From an optimization exercise on the open Yosys and OpenROAD flow, aimed at small area, a short achievable clock period and few clock cycles; shortcuts taken in it are not production practice.
The RTL was checked by simulation tests, not by an equivalence proof against the original design.
Power is estimated from default activity; no workload was simulated.

==> module bounded_list_with_tail_unit, before the edit <==
module bounded_list_with_tail_unit #(
  parameter int CAPACITY = 32
) (
  input  logic        clk,
  input  logic        rst,
  input  logic        in_valid,
  output logic        in_ready,
  input  logic [2:0]  in_op,
  input  logic [31:0] in_value,
  input  logic [7:0]  in_index,
  output logic        out_valid,
  input  logic        out_ready,
  output logic [1:0]  out_status,
  output logic [31:0] out_value,
  output logic [10:0] out_count,
  output logic        out_last
);
  logic [31:0] mem [32];
  logic        r_valid;
  logic [31:0] r_val;
  logic [4:0]  r_slot;    
  logic [31:0] r_oh;      
  logic        r_wrap;    
  logic        r_wr, r_rd, r_sh;
  logic [1:0]  r_status;
  logic [5:0]  r_count;
  logic [4:0]  r_front, r_tail;
  logic [4:0]  r_rem;     
  logic        r_last;    
  logic        rdy;
  logic        rdy_port;  
  logic        sp_valid;
  logic [1:0]  sp_status;
  logic [31:0] sp_value;
  logic [5:0]  sp_count;
  logic        sp_last;
  logic [5:0]  o_count;
  logic        go, last;
  logic [31:0] onehot, ge_s, lt_f, mask;
  logic [31:0] wr_sel, sh_sel, hold_sel;
  logic [31:0] res_value;
  assign last    = r_last;
  always_comb begin
    for (int j = 0; j < 32; j++) begin
      ge_s[j]   = (5'(j) >= r_slot);
      lt_f[j]   = (5'(j) < r_front);
    end
  end
  assign onehot   = r_oh;
  assign mask     = r_wrap ? (ge_s & lt_f) : (ge_s | lt_f);
  assign wr_sel   = (go && r_wr) ? onehot : 32'd0;
  assign sh_sel   = (go && r_sh) ? mask : 32'd0;
  assign hold_sel = ~(wr_sel | sh_sel);
  always_comb begin
    res_value = 32'd0;
    for (int j = 0; j < 32; j++) begin
      res_value = res_value | (mem[j] & {32{r_rd && onehot[j]}});
    end
  end
  always_ff @(posedge clk) begin
    for (int j = 0; j < 32; j++) begin
      mem[j] <= (mem[j] & {32{hold_sel[j]}})
              | (mem[(j + 1) % 32] & {32{sh_sel[j]}})
              | (r_val & {32{wr_sel[j]}});
    end
  end
  logic [4:0]  a_front, a_tail;
  logic [5:0]  a_len;
  logic        a_full, a_empty, a_noidx;
  logic [5:0]  c_sum;
  logic [4:0]  c_slot, c_front, c_tail, c_rem;
  logic        c_wrap, c_wr, c_rd, c_sh, c_dump;
  logic [1:0]  c_status;
  logic [5:0]  c_count;
  logic [31:0] c_oh;
  assign a_front = r_front;
  assign a_tail  = r_tail;
  assign a_len   = r_count;
  assign a_full  = a_len[5];
  assign a_empty = (a_len == 6'd0);
  assign a_noidx = ({3'd0, in_index} >= {5'd0, a_len});
  assign c_sum   = {1'b0, a_front} + {1'b0, in_index[4:0]};
  always_comb begin
    c_slot   = a_front;
    c_wrap   = 1'b0;
    c_wr     = 1'b0;
    c_rd     = 1'b0;
    c_sh     = 1'b0;
    c_dump   = 1'b0;
    c_status = 2'd0;
    c_count  = a_len;
    c_front  = a_front;
    c_tail   = a_tail;
    c_rem    = a_len[4:0] - 5'd1;
    case (in_op)
      3'd0: begin
        c_slot = a_front - 5'd1;
        if (a_full) c_status = 2'd2;
        else begin
          c_wr    = 1'b1;
          c_count = a_len + 6'd1;
          c_front = a_front - 5'd1;
        end
      end
      3'd1: begin
        c_slot = a_tail;
        if (a_full) c_status = 2'd2;
        else begin
          c_wr    = 1'b1;
          c_count = a_len + 6'd1;
          c_tail  = a_tail + 5'd1;
        end
      end
      3'd2: begin
        c_slot = a_front;
        if (a_empty) c_status = 2'd1;
        else begin
          c_rd    = 1'b1;
          c_count = a_len - 6'd1;
          c_front = a_front + 5'd1;
        end
      end
      3'd3: begin
        c_slot = a_tail - 5'd1;
        if (a_empty) c_status = 2'd1;
        else begin
          c_rd    = 1'b1;
          c_count = a_len - 6'd1;
          c_tail  = a_tail - 5'd1;
        end
      end
      3'd4: begin
        c_slot = c_sum[4:0];
        c_wrap = c_sum[5];
        if (a_empty) c_status = 2'd1;
        else if (a_noidx) c_status = 2'd3;
        else begin
          c_rd    = 1'b1;
          c_sh    = 1'b1;
          c_count = a_len - 6'd1;
          c_tail  = a_tail - 5'd1;
        end
      end
      3'd5: begin
        c_slot = a_front;
        if (a_empty) c_status = 2'd1;
        else begin
          c_rd   = 1'b1;
          c_dump = 1'b1;
        end
      end
      default: ;
    endcase
  end
  always_comb begin
    for (int j = 0; j < 32; j++) c_oh[j] = (c_slot == 5'(j));
  end
  logic r_valid_d, sp_valid_d, r_last_d;
  logic [4:0] r_rem_d;
  assign r_valid_d  = rdy ? in_valid : r_valid;
  assign r_rem_d    = rdy ? c_rem : (go ? r_rem - 5'd1 : r_rem);
  assign r_last_d   = rdy ? (!c_dump || c_rem == 5'd0)
                          : (go ? (r_rem == 5'd1) : r_last);
  assign sp_valid_d = (!out_valid || out_ready) ? 1'b0 : (sp_valid || go);
  always_ff @(posedge clk) begin
    if (rst) begin
      r_valid  <= 1'b0;
      sp_valid <= 1'b0;
      rdy      <= 1'b1;
      rdy_port <= 1'b1;
      go       <= 1'b0;
    end else begin
      r_valid  <= r_valid_d;
      sp_valid <= sp_valid_d;
      rdy      <= !r_valid_d || (!sp_valid_d && r_last_d);
      rdy_port <= r_valid_d ? (!sp_valid_d && r_last_d) : 1'b1;
      go       <= r_valid_d && !sp_valid_d;
    end
  end
  always_ff @(posedge clk) begin
    if (rdy) begin
      r_val    <= in_value;
      r_slot   <= c_slot;
      r_oh     <= c_oh;
      r_wrap   <= c_wrap;
      r_wr     <= c_wr;
      r_rd     <= c_rd;
      r_sh     <= c_sh;
      r_status <= c_status;
    end else if (go) begin
      r_oh <= {r_oh[30:0], r_oh[31]};
    end
    r_rem  <= r_rem_d;
    r_last <= r_last_d;
  end
  always_ff @(posedge clk) begin
    if (rst) begin
      r_count <= 6'd0;
      r_front <= 5'd0;
      r_tail  <= 5'd0;
    end else if (rdy && in_valid) begin
      r_count <= c_count;
      r_front <= c_front;
      r_tail  <= c_tail;
    end
  end
  assign in_ready = rdy_port;
  logic h_hold, h_spare, h_new;
  assign h_hold  = out_valid && !out_ready;
  assign h_spare = !h_hold && sp_valid;
  assign h_new   = !h_hold && !sp_valid;
  always_ff @(posedge clk) begin
    if (rst) begin
      out_valid <= 1'b0;
    end else if (!out_valid || out_ready) begin
      out_valid <= sp_valid || go;
    end
    {out_status, out_value, o_count, out_last} <=
        ({out_status, out_value, o_count, out_last} & {41{h_hold}})
      | ({sp_status, sp_value, sp_count, sp_last} & {41{h_spare}})
      | ({r_status, res_value, r_count, last}     & {41{h_new}});
    if (!sp_valid) begin
      sp_status <= r_status;
      sp_value  <= res_value;
      sp_count  <= r_count;
      sp_last   <= last;
    end
  end
  assign out_count = {5'd0, o_count};
endmodule
Settings: LEC_CHECK=0, CAP_MARGIN=20, CORE_MARGIN=2, CORE_UTILIZATION=30, CTS_CLUSTER_DIAMETER=60, CTS_CLUSTER_SIZE=20, SETUP_SLACK_MARGIN=2.8, SLEW_MARGIN=20, TNS_END_PERCENT=5; clock period 5.0 ns.
run.sh (not shown) runs the stock make flow with config.mk's settings and CLKGATE_MAP_FILE= SYNTH_SCRIPT=/design/flow/synth_recipe.tcl, a recipe that flattens the netlist after the stock synthesis.
The baseline ran to the end with no violations.
Testbench counts at the start, summed over its fixed seeds: cycles 27,267.
Next try:
--- a/flow/design.v
+++ b/flow/design.v
@@ -16,14 +16,14 @@
   output logic        out_last
 );
   logic [31:0] mem [32];
   logic        r_valid;
   logic [31:0] r_val;
-  logic [4:0]  r_slot;    
   logic [31:0] r_oh;      
-  logic        r_wrap;    
-  logic        r_wr, r_rd, r_sh;
+  logic        r_wr, r_rd;
+  logic [31:0] r_mask;    
+  logic [31:0] wsel, ssel;  
   logic [1:0]  r_status;
   logic [5:0]  r_count;
   logic [4:0]  r_front, r_tail;
   logic [4:0]  r_rem;     
   logic        r_last;    
@@ -34,24 +34,17 @@
   logic [31:0] sp_value;
   logic [5:0]  sp_count;
   logic        sp_last;
   logic [5:0]  o_count;
   logic        go, last;
-  logic [31:0] onehot, ge_s, lt_f, mask;
+  logic [31:0] onehot;
   logic [31:0] wr_sel, sh_sel, hold_sel;
   logic [31:0] res_value;
   assign last    = r_last;
-  always_comb begin
-    for (int j = 0; j < 32; j++) begin
-      ge_s[j]   = (5'(j) >= r_slot);
-      lt_f[j]   = (5'(j) < r_front);
-    end
-  end
   assign onehot   = r_oh;
-  assign mask     = r_wrap ? (ge_s & lt_f) : (ge_s | lt_f);
-  assign wr_sel   = (go && r_wr) ? onehot : 32'd0;
-  assign sh_sel   = (go && r_sh) ? mask : 32'd0;
+  assign wr_sel   = wsel;
+  assign sh_sel   = ssel;
   assign hold_sel = ~(wr_sel | sh_sel);
   always_comb begin
     res_value = 32'd0;
     for (int j = 0; j < 32; j++) begin
       res_value = res_value | (mem[j] & {32{r_rd && onehot[j]}});
@@ -70,11 +63,11 @@
   logic [5:0]  c_sum;
   logic [4:0]  c_slot, c_front, c_tail, c_rem;
   logic        c_wrap, c_wr, c_rd, c_sh, c_dump;
   logic [1:0]  c_status;
   logic [5:0]  c_count;
-  logic [31:0] c_oh;
+  logic [31:0] c_oh, c_mask, ge_s, lt_f;
   assign a_front = r_front;
   assign a_tail  = r_tail;
   assign a_len   = r_count;
   assign a_full  = a_len[5];
   assign a_empty = (a_len == 6'd0);
@@ -151,12 +144,17 @@
       end
       default: ;
     endcase
   end
   always_comb begin
-    for (int j = 0; j < 32; j++) c_oh[j] = (c_slot == 5'(j));
-  end
+    for (int j = 0; j < 32; j++) begin
+      c_oh[j] = (c_slot == 5'(j));
+      ge_s[j] = (5'(j) >= c_sum[4:0]);
+      lt_f[j] = (5'(j) < a_front);
+    end
+  end
+  assign c_mask = c_sh ? (c_wrap ? (ge_s & lt_f) : (ge_s | lt_f)) : 32'd0;
   logic r_valid_d, sp_valid_d, r_last_d;
   logic [4:0] r_rem_d;
   assign r_valid_d  = rdy ? in_valid : r_valid;
   assign r_rem_d    = rdy ? c_rem : (go ? r_rem - 5'd1 : r_rem);
   assign r_last_d   = rdy ? (!c_dump || c_rem == 5'd0)
@@ -167,27 +165,33 @@
       r_valid  <= 1'b0;
       sp_valid <= 1'b0;
       rdy      <= 1'b1;
       rdy_port <= 1'b1;
       go       <= 1'b0;
+      wsel     <= 32'd0;
+      ssel     <= 32'd0;
     end else begin
       r_valid  <= r_valid_d;
       sp_valid <= sp_valid_d;
       rdy      <= !r_valid_d || (!sp_valid_d && r_last_d);
       rdy_port <= r_valid_d ? (!sp_valid_d && r_last_d) : 1'b1;
       go       <= r_valid_d && !sp_valid_d;
+      wsel     <= (r_valid_d && !sp_valid_d)
+                  ? (rdy ? (c_wr ? c_oh : 32'd0) : (go ? 32'd0 : (r_wr ? r_oh : 32'd0)))
+                  : 32'd0;
+      ssel     <= (r_valid_d && !sp_valid_d)
+                  ? (rdy ? c_mask : (go ? 32'd0 : r_mask))
+                  : 32'd0;
     end
   end
   always_ff @(posedge clk) begin
     if (rdy) begin
       r_val    <= in_value;
-      r_slot   <= c_slot;
       r_oh     <= c_oh;
-      r_wrap   <= c_wrap;
+      r_mask   <= c_mask;
       r_wr     <= c_wr;
       r_rd     <= c_rd;
-      r_sh     <= c_sh;
       r_status <= c_status;
     end else if (go) begin
       r_oh <= {r_oh[30:0], r_oh[31]};
     end
     r_rem  <= r_rem_d;
=>
- sequential power shrinks by about 10%
- design area grows by 3.2%
- routed wire length grows by 1.7%
- final cell count grows by about 5%
- power shrinks by 10%
- die area grows by about 5.3%
- setup slack is worse by 180 ps
- utilization shrinks by 0.74 points
- worst hold slack barely changes
- register-to-register slack is worse by 180 ps
- count of clock-buffer cells in the layout shrinks by 1
- via count grows by 4.3%
Testbench counts after the change, summed over its fixed seeds: cycles 27,267.

static timing again, ports no longer ideal:
In the flow no input, the clock included, has a driving cell. The finished layouts below were timed again as built, in two steps.
Step 1 sets driving cells, clkbuf_16 on the clock port and buf_2 on the other inputs (assumed; they add their load-dependent delay and slew).
Step 2 times the ports against the registers' clock, not the clock port: input delays grow and output delays shrink by t, the midpoint of the rising clock arrivals with the driver on.
Three values: no drivers, after step 1, after step 2; two values: the first two.
| run | t, ns | setup slack, ns | pins driven straight from the clock port |
|---|---|---|---|
| the first run | 0.853 | 2.475 / 2.475 / 1.930 | 1 |
| the second run | 0.851 | 2.300 / 2.300 / 1.612 | 1 |
After both steps every run listed still meets setup and hold. The setup slack of the second run, which loses most, moves by 0.000 ns with the drivers and by -0.688 ns with both steps.
